What follows belongs to an exercise in optimizing a design on an open flow for small area and a short achievable clock period; a production flow would make more cautious choices.
Only simulation tests tie the RTL to the original design; equivalence was not proved.
Power and IR drop assume default switching activity.

`design/flow/config.mk`:
```
export PLATFORM = sky130hd
export DESIGN_NAME = aixh_mxc_upper_hchain
export DESIGN_NICKNAME = aixh_mxc_upper_hchain
export VERILOG_FILES = /design/flow/design.v
export SDC_FILE = /design/flow/constraint.sdc
export NUM_CORES = 4
export LEC_CHECK = 0
export CAP_MARGIN = 20
export CORE_MARGIN = 2
export CORE_UTILIZATION = 55
export CTS_CLUSTER_DIAMETER = 100
export CTS_CLUSTER_SIZE = 25
export SETUP_SLACK_MARGIN = 3.1
export SLEW_MARGIN = 20
export SYNTH_HIERARCHICAL = 1
export SYNTH_MINIMUM_KEEP_SIZE = 0
```
`design/flow/flow/pre_resize.tcl`:
```
# Sourced by ORFS at the start of its post-placement resize step
# (PRE_RESIZE_TCL). The gates that drive the FIFO write enables (16 enable
# pins each) and the copies of the slot reload enable (a dozen loads each)
# come out of synthesis at their smallest size; they are made the 4x
# version of the same cell here, as is the flip-flop out_vld that feeds the
# reload-enable copies. Detailed placement legalizes them later, as
# it does every cell the resizer changes.
set upsized 0
foreach pattern {*u_we.y load_fifo* load_sel* load_hold load_en out_vld} {
  foreach net [get_nets -quiet $pattern] {
    foreach pin [get_pins -quiet -of_objects $net -filter "direction==output"] {
      set inst [get_cells -of_objects $pin]
      set ref [get_property $inst ref_name]
      if {[regexp {^(sky130_fd_sc_hd__[a-z0-9]+)_[0-9]+$} $ref -> base]} {
        set big ${base}_4
        if {$big ne $ref && [get_lib_cells -quiet */$big] ne ""} {
          replace_cell $inst $big
          incr upsized
        }
      }
    }
  }
}
puts "pre_resize: upsized $upsized enable drivers"
```
`design/flow/standard.sh`:
```
#!/bin/bash
# synth_recipe.tcl (not shown) runs the flow's synth.tcl, then flattens the netlist and writes it again
# the make line also repeats each setting of config.mk as NAME=value (left out here)
make -C /OpenROAD-flow-scripts/flow DESIGN_CONFIG=/design/flow/config.mk WORK_HOME=/design/flow/orfs CLKGATE_MAP_FILE= SYNTH_SCRIPT=/design/flow/synth_recipe.tcl "${@:-finish}"
```
`design/flow/flow/run.sh`:
```
#!/bin/bash
# Standard ORFS layout with two changes:
# - the port buffers buffer_ports inserts are plain sky130_fd_sc_hd__buf_2
#   cells instead of the resizer's default pick (a slow clkdlybuf4s50 delay
#   cell); every port still gets its own buffer;
# - flow/pre_resize.tcl, run at the start of the post-placement resize step,
#   upsizes the drivers of the FIFO write enables and the reload-enable copies.
# Each tool's output goes to the logs ORFS writes, and make's to flow.log.
set -euo pipefail
export BUFFER_PORTS_ARGS="-buffer_cell sky130_fd_sc_hd__buf_2"
export PRE_RESIZE_TCL="$PWD/flow/pre_resize.tcl"
bash standard.sh finish > flow.log 2>&1
```
`design/flow/constraint.sdc`:
```
create_clock -name core_clock -period 5.5 [get_ports {aixh_core_clk2x}]
set_input_delay 1.1000 -clock core_clock [delete_from_list [all_inputs] [get_ports {aixh_core_clk2x}]]
set_output_delay 1.1000 -clock core_clock [all_outputs]
set_load 0.01 [all_outputs]
```
`design/flow/design.v`:
```
package aixh_mxc_upper_hchain_pkg;
    localparam int HCHAIN_TID_MAX_W = 8;
    typedef logic [HCHAIN_TID_MAX_W-1:0] hchain_tid_t;
    localparam logic [255:0] HCHAIN_DEFAULT_REPEATER_MASK = '0;
    function automatic int hchain_fifo_aw(input int depth);
        hchain_fifo_aw = (depth > 1) ? $clog2(depth) : 1;
    endfunction
    function automatic hchain_tid_t hchain_next_tid(input hchain_tid_t tid, input int ntile);
        hchain_next_tid = (int'(tid) >= ntile - 1) ? '0 : tid + hchain_tid_t'(1);
    endfunction
endpackage
module aixh_mxc_upper_bwd_fifo
#(
    parameter int DEPTH  = 4,
    parameter int DWIDTH = 64
) (
    input  logic              clk,
    input  logic              rst_n,
    input  logic              push,
    input  logic [DWIDTH-1:0] wdat,
    input  logic              load,
    input  logic              gnt,
    input  logic              gnt_load,
    input  logic              gnt_hold,
    output logic [DEPTH*DWIDTH-1:0] ent,
    output logic [DEPTH-1:0]  rsel,
    output logic              ne_pop,
    output logic              ne_hold,
    output logic              ovf
);
    logic [DWIDTH-1:0] mem [DEPTH];
    function automatic logic [1:0] jc(input int k);
        case (k)
            0:       jc = 2'b00;
            1:       jc = 2'b01;
            2:       jc = 2'b11;
            default: jc = 2'b10;
        endcase
    endfunction
    logic [1:0]        wptr;
    logic [1:0]        rptr;
    logic [DEPTH-1:0]  occ;
    logic [DEPTH-1:0]  occ_nxt;
    logic              full;
    logic              pop;
    logic              do_push;
    logic              room;
    logic [1:0]        rptr_load;
    logic [DEPTH-1:0]  rsel_nxt;
    assign full    = occ[DEPTH-1];
    assign pop     = load & gnt;
    assign room    = load ? (~full | gnt) : ~full;
    assign do_push = push & room;
    assign ovf     = push & ~room;
    for (genvar k = 0; k < DEPTH; k++) begin : g_out
        assign ent[k*DWIDTH +: DWIDTH] = mem[k];
    end
    assign rptr_load = gnt ? {rptr[0], ~rptr[1]} : rptr;
    always_comb begin
        for (int k = 0; k < DEPTH; k++)
            rsel_nxt[k] = load ? (gnt_load & (rptr_load == jc(k)))
                               : (gnt_hold & (rptr == jc(k)));
    end
    always_ff @(posedge clk) begin
        rsel <= rsel_nxt;
    end
    always_comb begin
        case ({do_push, pop})
            2'b10:   occ_nxt = {occ[DEPTH-2:0], 1'b1};
            2'b01:   occ_nxt = {1'b0, occ[DEPTH-1:1]};
            default: occ_nxt = occ;
        endcase
    end
    assign ne_pop  = push | occ[1];
    assign ne_hold = push | occ[0];
    always_ff @(posedge clk or negedge rst_n) begin
        if (!rst_n) begin
            wptr <= '0;
            rptr <= '0;
            occ  <= '0;
        end else begin
            if (do_push) wptr <= {wptr[0], ~wptr[1]};
            if (pop)     rptr <= {rptr[0], ~rptr[1]};
            occ <= occ_nxt;
        end
    end
    localparam int NSLICE = 4;
    localparam int SW     = DWIDTH / NSLICE;
    logic [NSLICE-1:0] room_s;
    for (genvar s = 0; s < NSLICE; s++) begin : g_room
        aixh_mxc_upper_room u_room (
            .full (full),
            .load (load),
            .gnt  (gnt),
            .y    (room_s[s])
        );
    end
    for (genvar k = 0; k < DEPTH; k++) begin : g_ent
        logic wsel;
        assign wsel = (wptr == jc(k));
        for (genvar s = 0; s < NSLICE; s++) begin : g_slice
            logic we;
            aixh_mxc_upper_and2 u_we (
                .a (wsel),
                .b (room_s[s]),
                .y (we)
            );
            always_ff @(posedge clk) begin
                if (we) mem[k][s*SW +: SW] <= wdat[s*SW +: SW];
            end
        end
    end
endmodule
module aixh_mxc_upper_room (
    input  logic full,
    input  logic load,
    input  logic gnt,
    output logic y
);
    assign y = ~full | (load & gnt);
endmodule
module aixh_mxc_upper_and2 (
    input  logic a,
    input  logic b,
    output logic y
);
    assign y = a & b;
endmodule
module aixh_mxc_upper_hchain
#(
    parameter int               NTILE         = 8,
    parameter int               CWIDTH        = 32,
    parameter int               DWIDTH        = 64,
    parameter int               FIFO_DEPTH    = 4,
    parameter logic [NTILE-1:0] REPEATER_MASK = 8'b10101010
) (
    input  logic                      aixh_core_clk2x,
    input  logic                      aixh_core_rstn,
    input  logic                      i_fwd_vld,
    input  logic [CWIDTH-1:0]         i_fwd_cmd,
    output logic [NTILE-1:0]          o_tile_cmd_vld,
    output logic [NTILE*CWIDTH-1:0]   o_tile_cmd,
    input  logic [NTILE-1:0]          i_tile_bwd_vld,
    input  logic [NTILE*DWIDTH-1:0]   i_tile_bwd_dat,
    output logic                      o_bwd_vld,
    output logic [DWIDTH-1:0]         o_bwd_dat,
    output logic [$clog2(NTILE)-1:0]  o_bwd_tid,
    input  logic                      i_bwd_rdy,
    output logic [NTILE-1:0]          o_ovf,
    input  logic                      i_ovf_clr
);
    localparam int TIDW = $clog2(NTILE);
    logic              tile_vld [NTILE];
    logic [CWIDTH-1:0] tile_cmd [NTILE];
    for (genvar x = 0; x < NTILE; x++) begin : g_fwd
        logic              prev_vld;
        logic [CWIDTH-1:0] prev_cmd;
        if (x == 0) begin : g_src
            assign prev_vld = i_fwd_vld;
            assign prev_cmd = i_fwd_cmd;
        end else begin : g_chain
            assign prev_vld = tile_vld[x-1];
            assign prev_cmd = tile_cmd[x-1];
        end
        if (REPEATER_MASK[x]) begin : g_hop
            logic              hop_vld;
            logic [CWIDTH-1:0] hop_cmd;
            always_ff @(posedge aixh_core_clk2x or negedge aixh_core_rstn) begin
                if (!aixh_core_rstn) hop_vld <= 1'b0;
                else                 hop_vld <= prev_vld;
            end
            always_ff @(posedge aixh_core_clk2x) begin
                hop_cmd <= prev_cmd;
            end
            assign tile_vld[x] = hop_vld;
            assign tile_cmd[x] = hop_cmd;
        end else begin : g_thru
            assign tile_vld[x] = prev_vld;
            assign tile_cmd[x] = prev_cmd;
        end
        assign o_tile_cmd_vld[x]                = tile_vld[x];
        assign o_tile_cmd[x*CWIDTH +: CWIDTH]   = tile_cmd[x];
    end
    logic [FIFO_DEPTH*DWIDTH-1:0] fifo_ent [NTILE];
    logic [FIFO_DEPTH-1:0]        fifo_rsel [NTILE];
    logic [NTILE-1:0]  fifo_ne_pop;
    logic [NTILE-1:0]  fifo_ne_hold;
    logic [NTILE-1:0]  fifo_ovf;
    logic [NTILE-1:0]  grant;        
    logic              grant_vld;
    logic              load_en;
    logic [NTILE-1:0] ne_if_load;
    logic [NTILE-1:0] ne_if_hold;
    logic [NTILE-1:0] ptr_if_load;
    logic [NTILE-1:0] grant_if_load;
    logic [NTILE-1:0] grant_if_hold;
    for (genvar x = 0; x < NTILE; x++) begin : g_bwd
        aixh_mxc_upper_bwd_fifo #(
            .DEPTH  (FIFO_DEPTH),
            .DWIDTH (DWIDTH)
        ) u_fifo (
            .clk    (aixh_core_clk2x),
            .rst_n  (aixh_core_rstn),
            .push   (i_tile_bwd_vld[x]),
            .wdat   (i_tile_bwd_dat[x*DWIDTH +: DWIDTH]),
            .load    (load_fifo[x]),
            .gnt     (grant[x]),
            .gnt_load(grant_if_load[x]),
            .gnt_hold(grant_if_hold[x]),
            .ent    (fifo_ent[x]),
            .rsel   (fifo_rsel[x]),
            .ne_pop (fifo_ne_pop[x]),
            .ne_hold(fifo_ne_hold[x]),
            .ovf    (fifo_ovf[x])
        );
    end
    logic              out_vld;
    logic [DWIDTH-1:0] out_dat;
    logic [TIDW-1:0]   out_tid;
    logic [NTILE-1:0]  ptr;          
    logic [NTILE-1:0]  ptr_nxt;
    logic [NTILE-1:0]  grant_nxt;
    logic [NTILE-1:0]  ovf_q;
    logic [DWIDTH-1:0] sel_dat;
    logic [TIDW-1:0]   sel_tid;
    logic [NTILE-1:0] load_fifo;    
    localparam int NLSEL = 4;         
    logic [NLSEL-1:0] load_sel;
    logic load_hold;
    aixh_mxc_upper_ornb u_load_en   (.a (out_vld), .b (i_bwd_rdy), .y (load_en));
    for (genvar x = 0; x < NTILE; x++) begin : g_load_fifo
        aixh_mxc_upper_ornb u_load_fifo (.a (out_vld), .b (i_bwd_rdy), .y (load_fifo[x]));
    end
    for (genvar c = 0; c < NLSEL; c++) begin : g_load_sel
        aixh_mxc_upper_ornb u_load_sel (.a (out_vld), .b (i_bwd_rdy), .y (load_sel[c]));
    end
    aixh_mxc_upper_ornb u_load_hold (.a (out_vld), .b (i_bwd_rdy), .y (load_hold));
    assign grant_vld = |grant;
    assign ptr_nxt   = load_en ? ptr_if_load : ptr;
    function automatic logic [NTILE-1:0] rr_pick(input logic [NTILE-1:0] ne,
                                                 input logic [NTILE-1:0] p);
        for (int t = 0; t < NTILE; t++) begin
            logic hit;
            hit = 1'b0;
            for (int q = 0; q < NTILE; q++) begin
                logic clear;
                clear = 1'b1;
                for (int j = 0; j < NTILE; j++) begin
                    if (((j - q + NTILE) % NTILE) < ((t - q + NTILE) % NTILE))
                        clear = clear & ~ne[j];
                end
                hit = hit | (p[q] & clear);
            end
            rr_pick[t] = ne[t] & hit;
        end
    endfunction
    assign ne_if_load    = (fifo_ne_pop & grant) | (fifo_ne_hold & ~grant);
    assign ne_if_hold    = fifo_ne_hold;
    logic any_nxt;
    logic [NTILE-1:0] ptr_if_load_nxt;
    assign any_nxt         = load_en ? |ne_if_load : |ne_if_hold;
    assign ptr_if_load_nxt = any_nxt ? {grant_nxt[NTILE-2:0], grant_nxt[NTILE-1]} : ptr_nxt;
    assign grant_if_load = rr_pick(ne_if_load, ptr_if_load);
    assign grant_if_hold = rr_pick(ne_if_hold, ptr);
    assign grant_nxt     = load_en ? grant_if_load : grant_if_hold;
    localparam int NPAIR = NTILE * FIFO_DEPTH;
    localparam int NGRP  = (NPAIR + 2) / 3;
    logic [NPAIR-1:0] pair_sel;
    for (genvar x = 0; x < NTILE; x++) begin : g_psel
        assign pair_sel[x*FIFO_DEPTH +: FIFO_DEPTH] = fifo_rsel[x];
    end
    for (genvar b = 0; b < DWIDTH; b++) begin : g_bit
        logic [NPAIR-1:0] ps;
        logic [NPAIR-1:0] pd;
        logic [NGRP-1:0]  grp_n;
        for (genvar x = 0; x < NTILE; x++) begin : g_pd
            for (genvar k = 0; k < FIFO_DEPTH; k++) begin : g_pk
                assign pd[x*FIFO_DEPTH + k] = fifo_ent[x][k*DWIDTH + b];
            end
        end
        assign ps = pair_sel;
        for (genvar g = 0; g < NGRP; g++) begin : g_grp
            if (3*g + 2 < NPAIR) begin : g_three
                aixh_mxc_upper_aoi222 u_aoi (
                    .s (ps[3*g +: 3]),
                    .d (pd[3*g +: 3]),
                    .y (grp_n[g])
                );
            end else if (3*g + 1 < NPAIR) begin : g_two
                aixh_mxc_upper_aoi22 u_aoi (
                    .s (ps[3*g +: 2]),
                    .d (pd[3*g +: 2]),
                    .y (grp_n[g])
                );
            end else begin : g_one
                assign grp_n[g] = ~(ps[3*g] & pd[3*g]);
            end
        end
        aixh_mxc_upper_slot_bit #(.N(NGRP)) u_slot (
            .load  (load_sel[b / (DWIDTH / NLSEL)]),
            .q     (out_dat[b]),
            .grp_n (grp_n),
            .y     (sel_dat[b])
        );
    end
    localparam int NT1  = NTILE / 2;
    localparam int NTG  = (NT1 + 3) / 3;
    for (genvar j = 0; j < TIDW; j++) begin : g_tid
        logic [NT1:0]   ts;
        logic [NT1:0]   td;
        logic [NTG-1:0] tgrp_n;
        for (genvar i = 0; i < NT1; i++) begin : g_t
            localparam int T = ((i >> j) << (j + 1)) | (1 << j) | (i & ((1 << j) - 1));
            assign ts[i] = grant[T] & load_sel[0];
            assign td[i] = 1'b1;
        end
        assign ts[NT1] = ~load_hold;
        assign td[NT1] = out_tid[j];
        for (genvar g = 0; g < NTG; g++) begin : g_grp
            if (3*g + 2 <= NT1) begin : g_three
                aixh_mxc_upper_aoi222 u_aoi (
                    .s (ts[3*g +: 3]),
                    .d (td[3*g +: 3]),
                    .y (tgrp_n[g])
                );
            end else if (3*g + 1 <= NT1) begin : g_two
                aixh_mxc_upper_aoi22 u_aoi (
                    .s (ts[3*g +: 2]),
                    .d (td[3*g +: 2]),
                    .y (tgrp_n[g])
                );
            end else begin : g_one
                assign tgrp_n[g] = ~(ts[3*g] & td[3*g]);
            end
        end
        assign sel_tid[j] = ~&tgrp_n;
    end
    always_ff @(posedge aixh_core_clk2x or negedge aixh_core_rstn) begin
        if (!aixh_core_rstn) begin
            out_vld <= 1'b0;
            ptr     <= NTILE'(1);
            ptr_if_load <= NTILE'(1);
            grant   <= '0;
        end else begin
            if (load_en) out_vld <= grant_vld;
            ptr   <= ptr_nxt;
            ptr_if_load <= ptr_if_load_nxt;
            grant <= grant_nxt;
        end
    end
    always_ff @(posedge aixh_core_clk2x) begin
        out_dat <= sel_dat;
        out_tid <= sel_tid;
    end
    always_ff @(posedge aixh_core_clk2x or negedge aixh_core_rstn) begin
        if (!aixh_core_rstn) ovf_q <= '0;
        else                 ovf_q <= (ovf_q & ~{NTILE{i_ovf_clr}}) | fifo_ovf;
    end
    logic out_vld_port;
    aixh_mxc_upper_vld_ff u_out_vld_port (
        .clk   (aixh_core_clk2x),
        .rst_n (aixh_core_rstn),
        .en    (load_en),
        .d     (grant_vld),
        .q     (out_vld_port)
    );
    assign o_bwd_vld = out_vld_port;
    assign o_bwd_dat = out_dat;
    assign o_bwd_tid = out_tid;
    assign o_ovf     = ovf_q;
endmodule
module aixh_mxc_upper_vld_ff (
    input  logic clk,
    input  logic rst_n,
    input  logic en,
    input  logic d,
    output logic q
);
    always_ff @(posedge clk or negedge rst_n) begin
        if (!rst_n)  q <= 1'b0;
        else if (en) q <= d;
    end
endmodule
module aixh_mxc_upper_slot_bit #(
    parameter int N = 11
) (
    input  logic         load,
    input  logic         q,
    input  logic [N-1:0] grp_n,
    output logic         y
);
    assign y = load ? ~&grp_n : q;
endmodule
module aixh_mxc_upper_mux2 (
    input  logic s,
    input  logic d0,
    input  logic d1,
    output logic y
);
    assign y = s ? d1 : d0;
endmodule
module aixh_mxc_upper_ornb (
    input  logic a,
    input  logic b,
    output logic y
);
    assign y = ~a | b;
endmodule
module aixh_mxc_upper_aoi22 (
    input  logic [1:0] s,
    input  logic [1:0] d,
    output logic       y
);
    assign y = ~|(s & d);
endmodule
module aixh_mxc_upper_aoi222 (
    input  logic [2:0] s,
    input  logic [2:0] d,
    output logic       y
);
    assign y = ~|(s & d);
endmodule
```
==> results.yml, run 1 <==
place:
  place_congestion: 0.980
  placed_cell_area_um2: 90800
  hpwlAfterDp_um: 211000
  portBuffers: 896
  dp.cells: 7079
sta:
  slew_headroom_pct: 16.6
  worst_pin_slew_ns: 1.25
  fmax_mhz: 397
  finalHoldViolations: 0
  setup_tns_ns: 0
  finalMaxSlewViolations: 0
  fin_crit_sh_pct: 45.8
  rsz0062_at_grt: "true"
  finalSetupViolCount: 0
  fin_worst_skew_ns: 0.0328
  hold_ws_ns: 0.353
  period_minus_slack_ns: 2.52
worst_setup_path:
  r2r_end: "out_dat[28]"
  worstSetupEndpointType: "flop"
  startpoint: "g_bwd[0].u_fifo.rsel[0]"
  crit_required_ns: 6.17
  start_kind: "flop"
  critPathMaxFanout: 33
  r2r-start: "g_bwd[0].u_fifo.rsel[0]"
  r2r_slack_ns: 2.98
  path_class: "reg2reg"
  cp.arrival_ns: 3.18
  worst-r2r-cell-count: 3
clock_network:
  clk_latency_ns: 0.77
  cts.htree.levels: 3
  cts_inserted_buffers: 105
  postCtsHoldBufs: 0
  path_clk_slew_ns: 0.10
  cts-root-buf: "clkbuf_16"
  clock_path_buffers: 3
  cts_tree: "yes"
  clock-sinks: 2377
finish:
  instances_no_fill: 7376
  num-fill-cells: 10912
  syn_to_final_growth_pct: 14.3
  final_cell_area_um2: 95900
  final_common_cell: "edfxtp_1"
  final_net_count: 5778
  final_cell_mix: "edfxtp_1 (2048), buf_2 (751), a222oi_1 (643)"
  drive_gt1_share_pct: 30.8
die:
  rows: 143
  dieArea_um2: 156000
  design.core.area_um2: 152000
  initial_core_util_pct: 55.3
  die_width_um: 395
  io_pins: 897
  die_h_um: 395
grt:
  grt_pass1_vias: 46675
  antenna_found_initial: 104
  grt_use_total_pct: 37.0
  overflow: 0
  grt_max_degree: 65
  grt_pass1_wl_um: 390000
drt:
  wire_per_inst_um: 40.4
  firstDrtPassIters: 10
  post_drt_via_cell_ratio: 6.99
  drt-initial-drc-count: 10827
  post-route-drc-count: 0
  postRouteAntennaNets: 0
  vias: 51544
  routed_wl_um: 298000
synthesis:
  yosys_register_bits: 2377
  synth_top_cell_by_area: "edfxtp_1"
  yosysSeqAreaShare_pct: 81.8
  synth_cell_types: 68
  ys_top_cells_by_area: "edfxtp_1 (73%), a222oi_1 (7.7%), dfxtp_1 (5.4%), dfrtp_1 (3.0%), nand4_1 (1.4%)"
  syn_inst: 4267
  syn_area_per_cell_um2: 19.7
  ys.flop_type: "edfxtp_1"
  synth_top_area_share_pct: 73.3
  synth_edf_count: 2048
  async_flop_share_pct: 4.29
  yosysWarnings: 16
  syn_area_um2: 83900
pwr:
  combPwrFrac_pct: 14.6
  seqPwrFrac_pct: 63.5
  p_int_w: 0.0303
  finalPower_w: 0.0419
  clkPwrFrac_pct: 21.8
  switching_power_w: 0.0116
  power_density_nw_per_um2: 437
  peakVddDrop_v: 0.000295
  leakage_nw: 32.9
  p_sw_share_pct: 27.7
job:
  maxCapViolCount: 0
hold_path:
  hp-start: "g_fwd[1].g_hop.hop_cmd[23]"
  hold_path_depth: 0
  min_to: "g_fwd[3].g_hop.hop_cmd[23]"
  worstHoldPathType: "reg2reg"
outcome:
  status: "no timing/DRC/antenna violations"
[final cells by class]
type                            instances  area (µm²)  area share, %
Antenna cell                           50         125          0.130
Timing Repair Buffer                  968        6160           6.42
Sequential cell                      2377       69000           72.0
Clock buffer                          195        3030           3.16
Multi-Input combinational cell       1708       14800           15.4
Clock inverter                          3        55.1         0.0574
Tap cell                             2030        2540           2.65
Inverter                               45         169          0.176
[Yosys stat by module (local to each module, per instance), a selection]
module | flip-flops and latches | area (µm²) | cells
aixh_mxc_upper_vld_ff | 1 | 40.0 | 2
aixh_mxc_upper_aoi222 | 0 | 10.0 | 1
aixh_mxc_upper_and2 | 0 | 6.26 | 1
aixh_mxc_upper_room | 0 | 10.0 | 1
aixh_mxc_upper_hchain | 232 | 7050 | 549
aixh_mxc_upper_aoi22 | 0 | 12.5 | 1
aixh_mxc_upper_ornb | 0 | 6.26 | 1
[power groups by stage]
stage          Sequential, W  Clock (W)  Combinational (W)
3_5_place_dp          0.0270          0            0.00598
6_report              0.0266    0.00914            0.00614
4_1_cts               0.0266    0.00919            0.00604
3_3_place_gp          0.0270          0            0.00540
2_1_floorplan         0.0265          0            0.00280
5_1_grt               0.0270    0.00978            0.00636
[critical path: stages (launching register included)]
cell	delay [ns]
dfxtp_4	0.58
a222oi_1	0.83
nand4_1	0.55
o31a_1	0.44
[worst max path at each step]
stage,endpoint,slack (ns),depth (start not counted)
3_3_place_gp,g_bwd[4].u_fifo.mem[0][62],1.90,4
4_1_cts,o_ovf[3],2.95,1
3_5_place_dp,g_bwd[0].u_fifo.occ[0],1.99,7
2_1_floorplan,out_dat[0],2.76,3
6_report,out_dat[28],2.98,3
5_1_grt,o_ovf[3],2.96,1
[repair_timing]
| action | CTS | global route |
|---|---|---|
| pin swaps | 10 | 15 |
| buffers inserted | 13 | 36 |
| gates resized for setup | 298 | 70 |
| setup endpoints to repair | 1568 | 179 |
[cells in the mapped netlist (9+ instances only)]
cell         n
a21bo_1     32
a21o_1      20
a21oi_1     26
a222oi_1   643
a22oi_2     67
a31oi_1     12
and2_1     144
buf_4      136
clkbuf_1    10
dfrtp_1    100
dfxtp_1    227
edfxtp_1  2048
ha_1        16
inv_1       45
mux2_4       9
mux2i_1     29
nand2_1     56
nand2b_1    34
nand3_1     28
nand4_1    193
nor2_1      39
nor2b_1     14
nor3b_1     16
o21ai_0     31
o22ai_1      9
o31a_1      64
or2_2       81
[cells by family after synthesis]
| logic type | Yosys count | synth area share, % |
|---|---|---|
| DFF | 2377 | 81.8 |
| AOI/OAI and AO/OA | 963 | 11.1 |
| and+or+nand+nor | 644 | 4.53 |
| buffers and inverters | 193 | 1.47 |
| muxes | 57 | 0.771 |
| adders and majority gates | 16 | 0.239 |
| xor gates and xnor gates | 16 | 0.167 |
| other | 1 | 0.00447 |
[flip-flops by register name, summed over array words and instances, names as in the netlist, 3 cells and up]
register,cells
g_bwd.u_fifo.mem,2048
g_bwd.u_fifo.occ,32
g_bwd.u_fifo.rptr,16
g_bwd.u_fifo.rsel,32
g_bwd.u_fifo.wptr,16
g_fwd.g_hop.hop_cmd,128
g_fwd.g_hop.hop_vld,4
grant,8
out_dat,64
out_tid,3
ovf_q,8
ptr,8
ptr_if_load,8
[layer usage]
| metal | global-route usage [%] | part of all wire, % |
|---|---|---|
| met5 | 0 | 0.075 |
| met4 | 10.8 | 3.4 |
| met3 | 8.46 | 13 |
| met2 | 56.5 | 46 |
| met1 | 54.0 | 37 |
[metrics by stage]
stage | utilization [%] | setup slack, ns
floorplan | - | 2.76
global placement | 59.6 | 1.90
detailed placement | 59.9 | 1.99
CTS | 62.8 | 2.95
global route | 63.1 | 2.96
finish | 63.2 | 2.98
==> run 2, diff against run 1 <==
--- a/design/flow/design.v
+++ b/design/flow/design.v
@@ -87,13 +87,4 @@
     localparam int NSLICE = 4;
     localparam int SW     = DWIDTH / NSLICE;
-    logic [NSLICE-1:0] room_s;
-    for (genvar s = 0; s < NSLICE; s++) begin : g_room
-        aixh_mxc_upper_room u_room (
-            .full (full),
-            .load (load),
-            .gnt  (gnt),
-            .y    (room_s[s])
-        );
-    end
     for (genvar k = 0; k < DEPTH; k++) begin : g_ent
         logic wsel;
@@ -103,5 +94,5 @@
             aixh_mxc_upper_and2 u_we (
                 .a (wsel),
-                .b (room_s[s]),
+                .b (room),
                 .y (we)
             );
@@ -112,12 +103,4 @@
     end
 endmodule
-module aixh_mxc_upper_room (
-    input  logic full,
-    input  logic load,
-    input  logic gnt,
-    output logic y
-);
-    assign y = ~full | (load & gnt);
-endmodule
 module aixh_mxc_upper_and2 (
     input  logic a,
@@ -204,5 +187,5 @@
             .push   (i_tile_bwd_vld[x]),
             .wdat   (i_tile_bwd_dat[x*DWIDTH +: DWIDTH]),
-            .load    (load_fifo[x]),
+            .load    (load_fifo),
             .gnt     (grant[x]),
             .gnt_load(grant_if_load[x]),
@@ -224,18 +207,13 @@
     logic [DWIDTH-1:0] sel_dat;
     logic [TIDW-1:0]   sel_tid;
-    logic [NTILE-1:0] load_fifo;    
-    localparam int NLSEL = 4;         
-    logic [NLSEL-1:0] load_sel;
+    logic load_fifo;
+    logic load_sel;
     logic load_hold;
     aixh_mxc_upper_ornb u_load_en   (.a (out_vld), .b (i_bwd_rdy), .y (load_en));
-    for (genvar x = 0; x < NTILE; x++) begin : g_load_fifo
-        aixh_mxc_upper_ornb u_load_fifo (.a (out_vld), .b (i_bwd_rdy), .y (load_fifo[x]));
-    end
-    for (genvar c = 0; c < NLSEL; c++) begin : g_load_sel
-        aixh_mxc_upper_ornb u_load_sel (.a (out_vld), .b (i_bwd_rdy), .y (load_sel[c]));
-    end
+    aixh_mxc_upper_ornb u_load_fifo (.a (out_vld), .b (i_bwd_rdy), .y (load_fifo));
+    aixh_mxc_upper_ornb u_load_sel  (.a (out_vld), .b (i_bwd_rdy), .y (load_sel));
     aixh_mxc_upper_ornb u_load_hold (.a (out_vld), .b (i_bwd_rdy), .y (load_hold));
     assign grant_vld = |grant;
-    assign ptr_nxt   = load_en ? ptr_if_load : ptr;
+    assign ptr_nxt   = (load_en & grant_vld) ? {grant[NTILE-2:0], grant[NTILE-1]} : ptr;
     function automatic logic [NTILE-1:0] rr_pick(input logic [NTILE-1:0] ne,
                                                  input logic [NTILE-1:0] p);
@@ -257,16 +235,13 @@
     assign ne_if_load    = (fifo_ne_pop & grant) | (fifo_ne_hold & ~grant);
     assign ne_if_hold    = fifo_ne_hold;
-    logic any_nxt;
-    logic [NTILE-1:0] ptr_if_load_nxt;
-    assign any_nxt         = load_en ? |ne_if_load : |ne_if_hold;
-    assign ptr_if_load_nxt = any_nxt ? {grant_nxt[NTILE-2:0], grant_nxt[NTILE-1]} : ptr_nxt;
+    assign ptr_if_load   = grant_vld ? {grant[NTILE-2:0], grant[NTILE-1]} : ptr;
     assign grant_if_load = rr_pick(ne_if_load, ptr_if_load);
     assign grant_if_hold = rr_pick(ne_if_hold, ptr);
     assign grant_nxt     = load_en ? grant_if_load : grant_if_hold;
-    localparam int NPAIR = NTILE * FIFO_DEPTH;
+    localparam int NPAIR = NTILE * FIFO_DEPTH + 1;
     localparam int NGRP  = (NPAIR + 2) / 3;
-    logic [NPAIR-1:0] pair_sel;
+    logic [NPAIR-2:0] pair_sel;
     for (genvar x = 0; x < NTILE; x++) begin : g_psel
-        assign pair_sel[x*FIFO_DEPTH +: FIFO_DEPTH] = fifo_rsel[x];
+        assign pair_sel[x*FIFO_DEPTH +: FIFO_DEPTH] = fifo_rsel[x] & {FIFO_DEPTH{load_sel}};
     end
     for (genvar b = 0; b < DWIDTH; b++) begin : g_bit
@@ -279,5 +254,7 @@
             end
         end
-        assign ps = pair_sel;
+        assign ps[NPAIR-2:0] = pair_sel;
+        assign ps[NPAIR-1]   = ~load_hold;
+        assign pd[NPAIR-1]   = out_dat[b];
         for (genvar g = 0; g < NGRP; g++) begin : g_grp
             if (3*g + 2 < NPAIR) begin : g_three
@@ -297,10 +274,5 @@
             end
         end
-        aixh_mxc_upper_slot_bit #(.N(NGRP)) u_slot (
-            .load  (load_sel[b / (DWIDTH / NLSEL)]),
-            .q     (out_dat[b]),
-            .grp_n (grp_n),
-            .y     (sel_dat[b])
-        );
+        assign sel_dat[b] = ~&grp_n;
     end
     localparam int NT1  = NTILE / 2;
@@ -312,5 +284,5 @@
         for (genvar i = 0; i < NT1; i++) begin : g_t
             localparam int T = ((i >> j) << (j + 1)) | (1 << j) | (i & ((1 << j) - 1));
-            assign ts[i] = grant[T] & load_sel[0];
+            assign ts[i] = grant[T] & load_sel;
             assign td[i] = 1'b1;
         end
@@ -340,10 +312,8 @@
             out_vld <= 1'b0;
             ptr     <= NTILE'(1);
-            ptr_if_load <= NTILE'(1);
             grant   <= '0;
         end else begin
             if (load_en) out_vld <= grant_vld;
             ptr   <= ptr_nxt;
-            ptr_if_load <= ptr_if_load_nxt;
             grant <= grant_nxt;
         end
@@ -357,47 +327,9 @@
         else                 ovf_q <= (ovf_q & ~{NTILE{i_ovf_clr}}) | fifo_ovf;
     end
-    logic out_vld_port;
-    aixh_mxc_upper_vld_ff u_out_vld_port (
-        .clk   (aixh_core_clk2x),
-        .rst_n (aixh_core_rstn),
-        .en    (load_en),
-        .d     (grant_vld),
-        .q     (out_vld_port)
-    );
-    assign o_bwd_vld = out_vld_port;
+    assign o_bwd_vld = out_vld;
     assign o_bwd_dat = out_dat;
     assign o_bwd_tid = out_tid;
     assign o_ovf     = ovf_q;
 endmodule
-module aixh_mxc_upper_vld_ff (
-    input  logic clk,
-    input  logic rst_n,
-    input  logic en,
-    input  logic d,
-    output logic q
-);
-    always_ff @(posedge clk or negedge rst_n) begin
-        if (!rst_n)  q <= 1'b0;
-        else if (en) q <= d;
-    end
-endmodule
-module aixh_mxc_upper_slot_bit #(
-    parameter int N = 11
-) (
-    input  logic         load,
-    input  logic         q,
-    input  logic [N-1:0] grp_n,
-    output logic         y
-);
-    assign y = load ? ~&grp_n : q;
-endmodule
-module aixh_mxc_upper_mux2 (
-    input  logic s,
-    input  logic d0,
-    input  logic d1,
-    output logic y
-);
-    assign y = s ? d1 : d0;
-endmodule
 module aixh_mxc_upper_ornb (
     input  logic a,
==> design/flow/flow/run.sh (replaced) <==
#!/bin/bash
# Standard ORFS layout, except that the port buffers buffer_ports inserts are
# plain sky130_fd_sc_hd__buf_1 cells instead of the resizer's default pick
# (a slow clkdlybuf4s50 delay cell). Every port still gets its own buffer;
# timing repair may upsize it later as usual.
set -euo pipefail
export BUFFER_PORTS_ARGS="-buffer_cell sky130_fd_sc_hd__buf_1"
bash standard.sh finish > flow.log 2>&1
--- a/design/flow/config.mk
+++ b/design/flow/config.mk
@@ -8,8 +8,8 @@
 export CAP_MARGIN = 20
 export CORE_MARGIN = 2
-export CORE_UTILIZATION = 55
+export CORE_UTILIZATION = 45
 export CTS_CLUSTER_DIAMETER = 100
 export CTS_CLUSTER_SIZE = 25
-export SETUP_SLACK_MARGIN = 3.1
+export SETUP_SLACK_MARGIN = 2.8
 export SLEW_MARGIN = 20
 export SYNTH_HIERARCHICAL = 1
removed: design/flow/flow/pre_resize.tcl
==> run 2 against run 1 <==
Effect of this change:
- still clean on timing, DRC and antenna
- final area fell by 2.6%
- fmax fell by 11%
- total power rose by 24%
- sequential cell count fell by 9
- die area rose by 21%
- sequential power rose by 6%
- clock skew fell by 0.0046 ns
- non-clock buffer count rose by 8
- clock power rose by 4.3%
- register-to-register slack got worse by 0.25 ns
- worst hold slack improved by 0.0054 ns
- critical endpoint is now out_dat[3]
==> results.yml, run 2 <==
synthesis:
  ys_top_cells_by_area: "edfxtp_1 (74%), a222oi_1 (8.5%), dfxtp_1 (5.5%), dfrtp_1 (2.8%), nand4_1 (1.5%)"
  synth_top_area_share_pct: 74.1
  yosysWarnings: 15
  syn_inst: 4251
  synthTopCellsByCount: "edfxtp_1 (2048), a222oi_1 (707), dfxtp_1 (227)"
  syn_area_per_cell_um2: 19.5
  synth_edf_count: 2048
  synth_cell_types: 66
  synth_top_cell_by_area: "edfxtp_1"
  yosys_register_bits: 2368
  syn_area_um2: 83000
  yosysSeqAreaShare_pct: 82.4
  ys.flop_type: "edfxtp_1"
  async_flop_share_pct: 3.93
  yosys.cell_count.top_type: "edfxtp_1"
worst_setup_path:
  r2r_end: "out_dat[3]"
  endpoint: "out_dat[3]"
  r2r_slack_ns: 2.73
  crit_required_ns: 6.17
  cp_cell_sequence: "clkbuf_2, nand2b_4, and2_4, a222oi_1, nand4_1, nor2_1, nand4_1"
  worst_path_most_repeated_cell: "nand4_1"
  r2r-start: "out_vld"
  critPathSlowestCell: "a222oi_1"
  cp.arrival_ns: 3.51
  worstSetupEndpointType: "flop"
  worst-r2r-cell-count: 6
  start_kind: "primary input"
  critPathMaxFanout: 12
  slowest_delay_ns: 0.69
  path_class: "in2reg"
  startpoint: "i_bwd_rdy"
sta:
  finalHoldViolations: 0
  finalMaxSlewViolations: 0
  fin_crit_sh_pct: 51.6
  rsz0062_at_grt: "true"
  fin_worst_skew_ns: 0.0282
  finalSetupViolCount: 0
  worst_pin_slew_ns: 1.18
  fmax_mhz: 353
  setup_tns_ns: 0
  slew_headroom_pct: 21.2
  period_minus_slack_ns: 2.84
drt:
  wire_per_inst_um: 37.1
  post_drt_via_cell_ratio: 6.46
  firstDrtPassIters: 12
  routed_wl_um: 292000
  postRouteAntennaNets: 0
  post-route-drc-count: 0
  drt-initial-drc-count: 10174
  vias: 50928
die:
  design.core.area_um2: 183000
  dieArea_um2: 188000
  io_pins: 897
  die_width_um: 434
  die_h_um: 434
  initial_core_util_pct: 45.3
  rows: 157
grt:
  grt_pass1_vias: 46885
  overflow: 0
  grtUsageMet3_pct: 5.92
  grt_max_degree: 65
  grt_use_met2_pct: 47.0
  grt_pass1_wl_um: 383000
  busiest_layer: "met2"
  globalRouteMet1Util_pct: 38.0
  grt_use_total_pct: 29.6
  antenna_found_initial: 182
pwr:
  switching_power_w: 0.0182
  combPwrFrac_pct: 27.2
  power_density_nw_per_um2: 556
  seqPwrFrac_pct: 54.4
  p_int_w: 0.0337
  peakVddDrop_v: 0.000311
  p_sw_share_pct: 35.1
  leakage_nw: 29.5
  clkPwrFrac_pct: 18.4
clock_network:
  clock-sinks: 2368
  clk_latency_ns: 0.82
  path_clk_slew_ns: 0.10
  cts_inserted_buffers: 108
  cts-root-buf: "clkbuf_16"
  cts_tree: "yes"
  postCtsHoldBufs: 0
  clock_path_buffers: 3
  cts.htree.levels: 3
finish:
  top_register: "g_bwd.u_fifo.mem"
  final_net_count: 5789
  syn_to_final_growth_pct: 12.5
  largest_registers: "g_bwd.u_fifo.mem x2048, g_fwd.g_hop.hop_cmd x128, out_dat x64"
  final_cell_mix: "edfxtp_1 (2048), buf_1 (888), a222oi_1 (707)"
  largest_reg_flops: 2048
  drive_gt1_share_pct: 9.90
  final_common_cell: "edfxtp_1"
  final_cell_area_um2: 93400
place:
  portBuffers: 896
  placed_cell_area_um2: 89100
  hpwlAfterDp_um: 186000
  place_congestion: 0.901
outcome:
  status: "no timing/DRC/antenna violations"
hold_path:
  worstHoldPathType: "in2async"
job:
  maxCapViolCount: 0
[run 2: per-module statistics from Yosys, one instance, submodules excluded, a selection]
module                 cells inside  copies in the design
aixh_mxc_upper_ornb               1                     4
aixh_mxc_upper_aoi222             1                   707
aixh_mxc_upper_hchain           881                     1
aixh_mxc_upper_aoi22              1                     3
aixh_mxc_upper_and2               1                   128
[run 2: worst max-delay path: cells and delay by family]
kind / cells / cell delay (ns)
simple gates: 5 / 1.47
compound gates: 1 / 0.69
buf+inv: 1 / 0.22
[run 2: cells by family (layout without fill, tap and decap cells)]
group | after synthesis | after routing | synth area share, %
flops | 2368 | 2368 | 82.4
compound gates | 885 | 885 | 10.1
simple gates | 687 | 723 | 4.69
buf+inv | 223 | 1237 | 1.76
mux | 55 | 55 | 0.734
fa+ha+maj | 16 | 16 | 0.241
xor+xnor | 16 | 16 | 0.169
other cells | 1 | 115 | 0.00452
[run 2: power by group through the flow]
stage	Sequential [W]	Combinational, W	Clock (W)
global placement	0.0284	0.0130	0
detailed placement	0.0286	0.0132	0
finish	0.0283	0.0141	0.00953
floorplan	0.0278	0.00726	0
global route	0.0287	0.0147	0.0102
CTS	0.0282	0.0137	0.00967
[run 2: final cells by class]
cell class | instances | area, µm²
Inverter | 55 | 210
Fill cell | 15062 | 89900
Clock inverter | 18 | 260
Clock buffer | 188 | 3000
Sequential cell | 2368 | 68400
Timing Repair Buffer | 976 | 4210
Tap cell | 2464 | 3080
Multi-Input combinational cell | 1707 | 14000
Antenna cell | 103 | 258
[run 2: worst min-delay path by stage]
stage / start / cells after the start / end
2_1_floorplan: g_fwd[1].g_hop.hop_vld / 0 / g_fwd[3].g_hop.hop_vld
3_3_place_gp: g_fwd[5].g_hop.hop_cmd[27] / 0 / g_fwd[7].g_hop.hop_cmd[27]
3_5_place_dp: g_fwd[3].g_hop.hop_cmd[2] / 0 / g_fwd[5].g_hop.hop_cmd[2]
4_1_cts: i_fwd_cmd[17] / 1 / g_fwd[1].g_hop.hop_cmd[17]
5_1_grt: g_fwd[3].g_hop.hop_cmd[13] / 0 / g_fwd[5].g_hop.hop_cmd[13]
6_report: aixh_core_rstn / 1 / ovf_q[5]
[run 2: timing repair]
action,in CTS,in global routing
setup buffers,12,14
cloned,25,11
pin swaps,18,29
setup endpoints to repair,2003,118
resized for setup,139,20
[run 2: routing by layer]
| metal | share of wire [%] | wire length [µm] | vias up |
|---|---|---|---|
| met5 | 0.11 | 323 | - |
| met2 | 48 | 139000 | 3589 |
| met3 | 10 | 30600 | 674 |
| met4 | 5.9 | 17300 | 54 |
| met1 | 36 | 105000 | 26088 |
| li1 | - | - | 20523 |
[run 2: metrics by stage]
stage	total power (W)	utilization, %	setup WS (ns)	hold slack (ns)	cells
6_report	0.0519	51.0	2.66	0.358	7879
5_1_grt	0.0536	50.9	2.73	0.372	7865
4_1_cts	0.0516	50.7	2.54	0.345	7751
3_5_place_dp	0.0418	48.6	1.20	0.354	7508
3_3_place_gp	0.0414	48.6	1.31	0.348	7506
2_1_floorplan	0.0351	-	2.76	0.376	4262

==> what the ideal ports hide <==
Ports are ideal in the flow. The routed layouts listed here were re-timed in OpenROAD.
Step 1 assumes that a clkbuf_16 drives the clock port and a buf_2 every other input.
Step 2, shift: input delay + t, output delay - t, t = (earliest + latest rising clock arrival at the registers) / 2. This alone moves slack from input paths to output paths.
a / b / c = ideal / step 1 / step 2; a / b = the first two.
run | shift t [ns] | setup WS [ns] | latest minus earliest clock arrival (ns) | worst slew at a driven data input, ns | cell pins on the clock port's net
run 1 | 0.847 | 2.984 / 2.892 / 2.216 | 0.036 / 0.037 | 0.25 | 1
run 2 | 0.892 | 2.664 / 2.705 / 1.813 | 0.028 / 0.028 | 0.25 | 1
After both steps setup and hold are still met in every run listed. The setup slack of run 2, which loses most, moves by +0.041 ns with the drivers and by -0.851 ns with both steps.
